Source: an optimization exercise on an open RTL-to-GDS flow (aim: small area). Production flows keep margins and buffers that such runs may drop.
Function was not checked in any run shown here: the RTL went through the layout flow alone.
Power figures rest on the tool's default switching activity, not on a simulated workload.

==> flow/design.v, too long to show whole: its modules and the start of the top module <==
// module io_memory_bridge: 1571 lines
// module iomem_fa: 10 lines
// module iomem_ha: 9 lines
// module iomem_aoi21: 8 lines
// module iomem_oai21: 8 lines
// module iomem_nand2: 7 lines
// module iomem_mux2i: 8 lines
// module iomem_nand2b: 7 lines
// module iomem_nor2: 7 lines
// module iomem_c0: 3 lines
// module iomem_c1: 3 lines
// module iomem_c2: 3 lines
// module iomem_c3: 3 lines
// module iomem_c4: 3 lines
// module iomem_c5: 3 lines
// module iomem_c6: 3 lines
// module iomem_c7: 3 lines
// module iomem_c8: 3 lines
// module iomem_c9: 3 lines
// module iomem_c10: 3 lines
// module iomem_c11: 3 lines
// module iomem_c12: 3 lines
// module iomem_c13: 3 lines
// module iomem_c14: 3 lines
// module iomem_c15: 3 lines
// module iomem_c16: 3 lines
// module iomem_c17: 3 lines
// module iomem_c18: 3 lines
// module iomem_c19: 3 lines
// module iomem_c20: 3 lines
// module iomem_c21: 3 lines
// module iomem_c22: 3 lines
module io_memory_bridge (
    input  logic                             clock,
    input  logic                             reset,
    input  logic [iomem_pkg::ADDR_W-1:0]     wb_adr_i,
    input  logic [3:0]                       wb_sel_i,
    input  logic                             wb_we_i,
    input  logic                             wb_cyc_i,
    input  logic                             wb_stb_i,
    input  logic [iomem_pkg::DATA_W-1:0]     wb_dat_i,
    output logic                             wb_ack_o,
    output logic [iomem_pkg::DATA_W-1:0]     wb_dat_o,
    output logic [iomem_pkg::ADDR_W-1:0]     mem_addr_o,
    output logic [iomem_pkg::DATA_W-1:0]     mem_data_o,
    output logic [iomem_pkg::NUM_BANKS-1:0]  mem_we_o,
    output logic                             mem_gl_en_o,
    input  logic [iomem_pkg::DATA_W-1:0]     mem_rdata_i,
    input  logic [iomem_pkg::HALF_W-1:0]     arq_n_i,
    output logic [iomem_pkg::HALF_W-1:0]     tx_len_o,
    output logic [iomem_pkg::HALF_W-1:0]     total_packets_o
);
  // ...
==> flow/flow/run.sh <==
#!/bin/bash
# The standard layout, with the port buffers made from the smallest buffer
# cell and a clock tree without dummy loads. ORFS writes each step's log
# under orfs/logs; make's own output goes to make.log.
set -euo pipefail
bash standard.sh "BUFFER_PORTS_ARGS=-buffer_cell sky130_fd_sc_hd__buf_1" \
    "CTS_ARGS=-sink_clustering_enable -repair_clock_nets -dont_use_dummy_load -buf_list sky130_fd_sc_hd__clkbuf_8 -sink_clustering_size 30 -sink_clustering_max_diameter 100" \
    finish > make.log 2>&1
==> flow/standard.sh <==
#!/bin/bash
# synth_recipe.tcl (not shown) runs the flow's synth.tcl, then flattens the netlist and writes it again
# the make line also repeats each setting of config.mk as NAME=value (left out here)
make -C /OpenROAD-flow-scripts/flow DESIGN_CONFIG=/design/flow/config.mk WORK_HOME=/design/flow/orfs CLKGATE_MAP_FILE= SYNTH_SCRIPT=/design/flow/synth_recipe.tcl "${@:-finish}"
==> flow/config.mk <==
export PLATFORM = sky130hd
export DESIGN_NAME = io_memory_bridge
export DESIGN_NICKNAME = io_memory_bridge
export VERILOG_FILES = /design/flow/design.v
export SDC_FILE = /design/flow/constraint.sdc
export NUM_CORES = 4
export LEC_CHECK = 0
export CAP_MARGIN = 20
export CORE_MARGIN = 2
export CORE_UTILIZATION = 40
export GPL_TIMING_DRIVEN = 0
export SLEW_MARGIN = 20
export SYNTH_HIERARCHICAL = 1
==> flow/constraint.sdc <==
create_clock -name core_clock -period 7.5 [get_ports {clock}]
set_input_delay 1.5000 -clock core_clock [delete_from_list [all_inputs] [get_ports {clock}]]
set_output_delay 1.5000 -clock core_clock [all_outputs]
set_load 0.01 [all_outputs]
==> flow_summary.json, run 1 <==
{
  "finalWirelength_um": 32700,
  "use_met1_pct": 29.4,
  "cts.sinks": 119,
  "multi_input_area_share_pct": 61.6,
  "synth_area_leaders": "dfxtp_1 (16%), fa_1 (15%), nand2_1 (11%)",
  "final-clk-cell-share_pct": 1.78,
  "reg2reg_from": "off_hi",
  "dr.pass1.iters": 5,
  "crit_start": "wb_sel_i[3]",
  "critPathBufInv": 2,
  "setup_tns_ns": 0,
  "nNetsFinal": 1768,
  "vias": 9541,
  "cts.clk_slew.worst_paths_ns": 0.08,
  "dpl_cell_area_mm2": 0.0124,
  "fin_worst_skew_ns": 0.0324,
  "synth_mux_area_share_pct": 12.5,
  "nNonClkBuffers": 326,
  "final_util_pct": 48.9,
  "root_buffer": "clkbuf_8",
  "outcome": "complete, no violations",
  "postLayoutCellArea_mm2": 0.0131,
  "whs_endpoint": "bank[0]",
  "fin_crit_ns": 7.18,
  "whs_path_depth": 2,
  "global_route.peak_usage_layer": "met2",
  "avgSynthCellArea_um2": 8.64,
  "dieArea_mm2": 0.0284,
  "dp.final_hpwl_um": 26100,
  "die_w_um": 169,
  "cp_data_arrival_time_ns": 7.48,
  "synth_fa_ha_area_share_pct": 17.9,
  "layout.nonclk_buf_share_pct": 11.3,
  "post-route-period-util_pct": 95.7,
  "seq_area_share_pct": 20.7,
  "synth_xor_area_share_pct": 11.8,
  "path_depth": 41,
  "layout.cells.most_common_list": "nand2_1 (262), buf_1 (262), nor2_1 (109)",
  "p_comb_w": 0.000223,
  "io_pins": 256,
  "syn_to_final_growth_pct": 21.0
}
==> run 2, diff against run 1 <==
==> flow/flow/run.sh (replaced) <==
#!/bin/bash
# The standard layout, with the port buffers made from the smallest buffer
# cell and a clock tree without dummy loads. ORFS writes each step's log
# under orfs/logs; make's own output goes to make.log.
set -euo pipefail
bash standard.sh "BUFFER_PORTS_ARGS=-buffer_cell sky130_fd_sc_hd__buf_1" \
    "CTS_ARGS=-sink_clustering_enable -repair_clock_nets -dont_use_dummy_load -buf_list sky130_fd_sc_hd__clkbuf_8" \
    finish > make.log 2>&1
==> flow_summary.json, run 2 <==
{
  "syn_area_mm2": 0.0108,
  "critPathBufInv": 2,
  "rows": 60,
  "leakage_nw": 4.48,
  "top_regs": "tx_ptr (32), offset (30)",
  "finalWirelength_um": 32700,
  "synth_edf_count": 32,
  "crit_path_max_fanout": 10,
  "final_layout_size_suffix_gt1_share_pct": 15.3,
  "yosysSeqAreaShare_pct": 24.9,
  "max_slew_margin_pct": 33.0,
  "vias": 9541,
  "top_register": "tx_ptr",
  "grt_pass1_wl_um": 50700,
  "timing.hold.ws_ns": 0.494,
  "cp_data_arrival_time_ns": 7.48,
  "outcome": "complete, no violations",
  "synth_nets": 1466,
  "syn_to_final_growth_pct": 21.0,
  "postCtsHoldBufs": 0,
  "final_cells": 1895,
  "worst_setup_path_end_kind": "flop",
  "grt_max_degree": 37,
  "synth_ff_type": "dfxtp_1",
  "largest_reg_flops": 32,
  "post-route-period-util_pct": 95.7,
  "worstMarginPinSlew_ns": 1.00,
  "final_max_slew_viol_count": 0,
  "syn_inst": 1254,
  "die_w_um": 169,
  "drt_iter0_markers": 571,
  "cts.sinks": 119,
  "cts_tree": "built",
  "ant_nets": 0,
  "yosys-top-cells-count": "nand2_1 (307), nor2_1 (120), xor2_1 (112)",
  "slowest_stage": "fa_2",
  "power.density_mw_per_mm2": 101,
  "setup_tns_ns": 0,
  "slowest_delay_ns": 0.58,
  "synth_top_area_share_pct": 16.1,
  "cts.clk_slew.worst_paths_ns": 0.08,
  "h-tree-depth": 4,
  "vdd.ir_drop.worst_uv": 59.2,
  "n_antenna_cell": 0,
  "yosysMostFrequentCell": "nand2_1",
  "grt_pass1_vias": 9566,
  "viasPerCell": 5.03,
  "critPathKind": "in -> reg",
  "cts_buffer_depth": 2,
  "port_buffers": 255,
  "setup_viol": 0,
  "antenna_found_initial": 0,
  "yosys.area.top_type": "dfxtp_1",
  "synth.distinct_cells": 57,
  "gr-total-overflow": 0,
  "layout.cells.most_common_list": "nand2_1 (262), buf_1 (262), nor2_1 (109)",
  "start_kind": "input port",
  "dpl.cell_count": 1858,
  "track_usage_pct": 22.9,
  "cp_common_cell": "nand2_1",
  "nNetsFinal": 1768,
  "cap_viol_max_count": 0,
  "ys_ff_latch": 119,
  "fp.dieH_um": 169,
  "wl_per_cell_um": 17.3,
  "root_buffer": "clkbuf_8",
  "hp-class": "reg -> reg",
  "numCtsBuffers": 17,
  "avgSynthCellArea_um2": 8.64,
  "async_flop_share_pct": 0,
  "drc": 0,
  "dieArea_mm2": 0.0284,
  "synth_area_leaders": "dfxtp_1 (16%), fa_1 (15%), nand2_1 (11%)",
  "fin_crit_ns": 7.18,
  "coreArea_mm2": 0.0268,
  "place.gp.congestion": 0.915,
  "cp_top_family": "simple AND/OR/NAND/NOR gates",
  "crit_required_ns": 7.80,
  "io_pins": 256,
  "fin_worst_skew_ns": 0.0324,
  "start_util_pct": 40.4,
  "ys_warn_count": 7,
  "clock_latency_ns": 0.45,
  "final-hold-violation-count": 0,
  "fmax_mhz": 139,
  "dr.pass1.iters": 5,
  "dp.final_hpwl_um": 26100
}
## run 2: cell counts in the layout (fill, tap and decap cells not counted)
No cell type changed its count.
## run 2: logic make-up after synthesis
kind of cell    count (synthesis)  share of synthesized area (%)
simple gates                  588                           24.5
xor+xnor                      144                           11.8
mux                           129                           12.5
flops                         119                           24.9
fa+ha+maj                     107                           17.9
buf+inv                        94                           3.45
compound gates                 73                           4.98
## run 2: what timing repair did
action / in CTS / in global routing
resized for setup: 45 / 63
pin swaps: 7 / 44
endpoints found under the setup margin: 18 / 20
cloned: 0 / 1
buffers inserted: 1 / 24
## run 2: modules after synthesis (local to each module, per instance), excerpt
module            area (µm²)  cells inside  flops+latches
iomem_c22               15.0             2              0
io_memory_bridge        5470           602            119
iomem_c14               8.76             1              0
iomem_c20               12.5             2              0
iomem_c18               3.75             1              0
iomem_fa                20.0             1              0
iomem_c0                8.76             1              0
iomem_c16               23.8             1              0
## run 2: worst register-to-register path: cells and delay by family, from the launching register on
family	cells	cell delay, ns
fa+ha+maj	4	2.10
simple gates	22	2.03
buf+inv	3	1.59
mux	2	0.39
xor+xnor	2	0.37
flops	1	0.36
compound gates	1	0.08
## run 2: layout make-up
type	instances	area, µm²
Fill cell	2632	13700
Multi-Input combinational cell	1042	8070
Sequential cell	119	2710
Timing Repair Buffer	288	1310
Tap cell	341	427
Clock buffer	17	234
Inverter	50	188
Buffer	38	169
## run 2: final timing paths
| kind | to | cells after the start | slack [ns] | start |
|---|---|---|---|---|
| max reg2reg | offset[28] | 34 | 0.45 | off_hi |
| min reg2reg | bank[0] | 2 | 0.49 | bank[0] |
| min | bank[0] | 2 | 0.49 | bank[0] |
| max | offset[28] | 41 | 0.32 | wb_sel_i[3] |
## run 2: per-layer routing
metal,routed length (µm),GRT usage (%)
met3,1920,4.84
met4,854,7.50
met5,0,0
met2,15700,38.7
met1,14200,29.4
## run 2: power by group
group	internal, W	total, W	switching (W)
Clock	0.000199	0.000441	0.000242
Combinational	0.0000837	0.000223	0.000139
Sequential	0.000660	0.000661	0.000000794
## run 2: stage by stage
stage	util (%)	power (W)	area [µm²]	worst slack [ns]
finish	48.9	0.00132	13100	0.323
global route	48.9	0.00138	13100	-0.0779
CTS	47.5	0.00133	12700	0.00681
detailed placement	46.2	0.000886	12400	-1.03
global placement	45.6	0.000882	12200	-1.11
floorplan	-	0.000787	10800	0.208

re-timing with driven ports:
How much do the figures lean on ideal ports? The routed layouts below were timed once more, with nothing changed but the port constraints.
Step 1 sets driving cells, clkbuf_16 on the clock port and buf_2 on the other inputs (assumed; they add their load-dependent delay and slew).
Step 2, shift: input delay + t, output delay - t, t = (earliest + latest rising clock arrival at the registers) / 2. This alone moves slack from input paths to output paths.
Three values: no drivers, after step 1, after step 2; two values: the first two.
run	t (ns)	setup WS [ns]	latest minus earliest clock arrival (ns)	worst slew at a driven data input, ns	cell pins on the clock port's net
run 1	0.478	0.323 / 0.344 / -0.133	0.054 / 0.055	0.07	1
run 2	0.478	0.323 / 0.344 / -0.133	0.054 / 0.055	0.07	1
Met with ideal ports but missed after step 2: setup timing in run 1 and run 2.
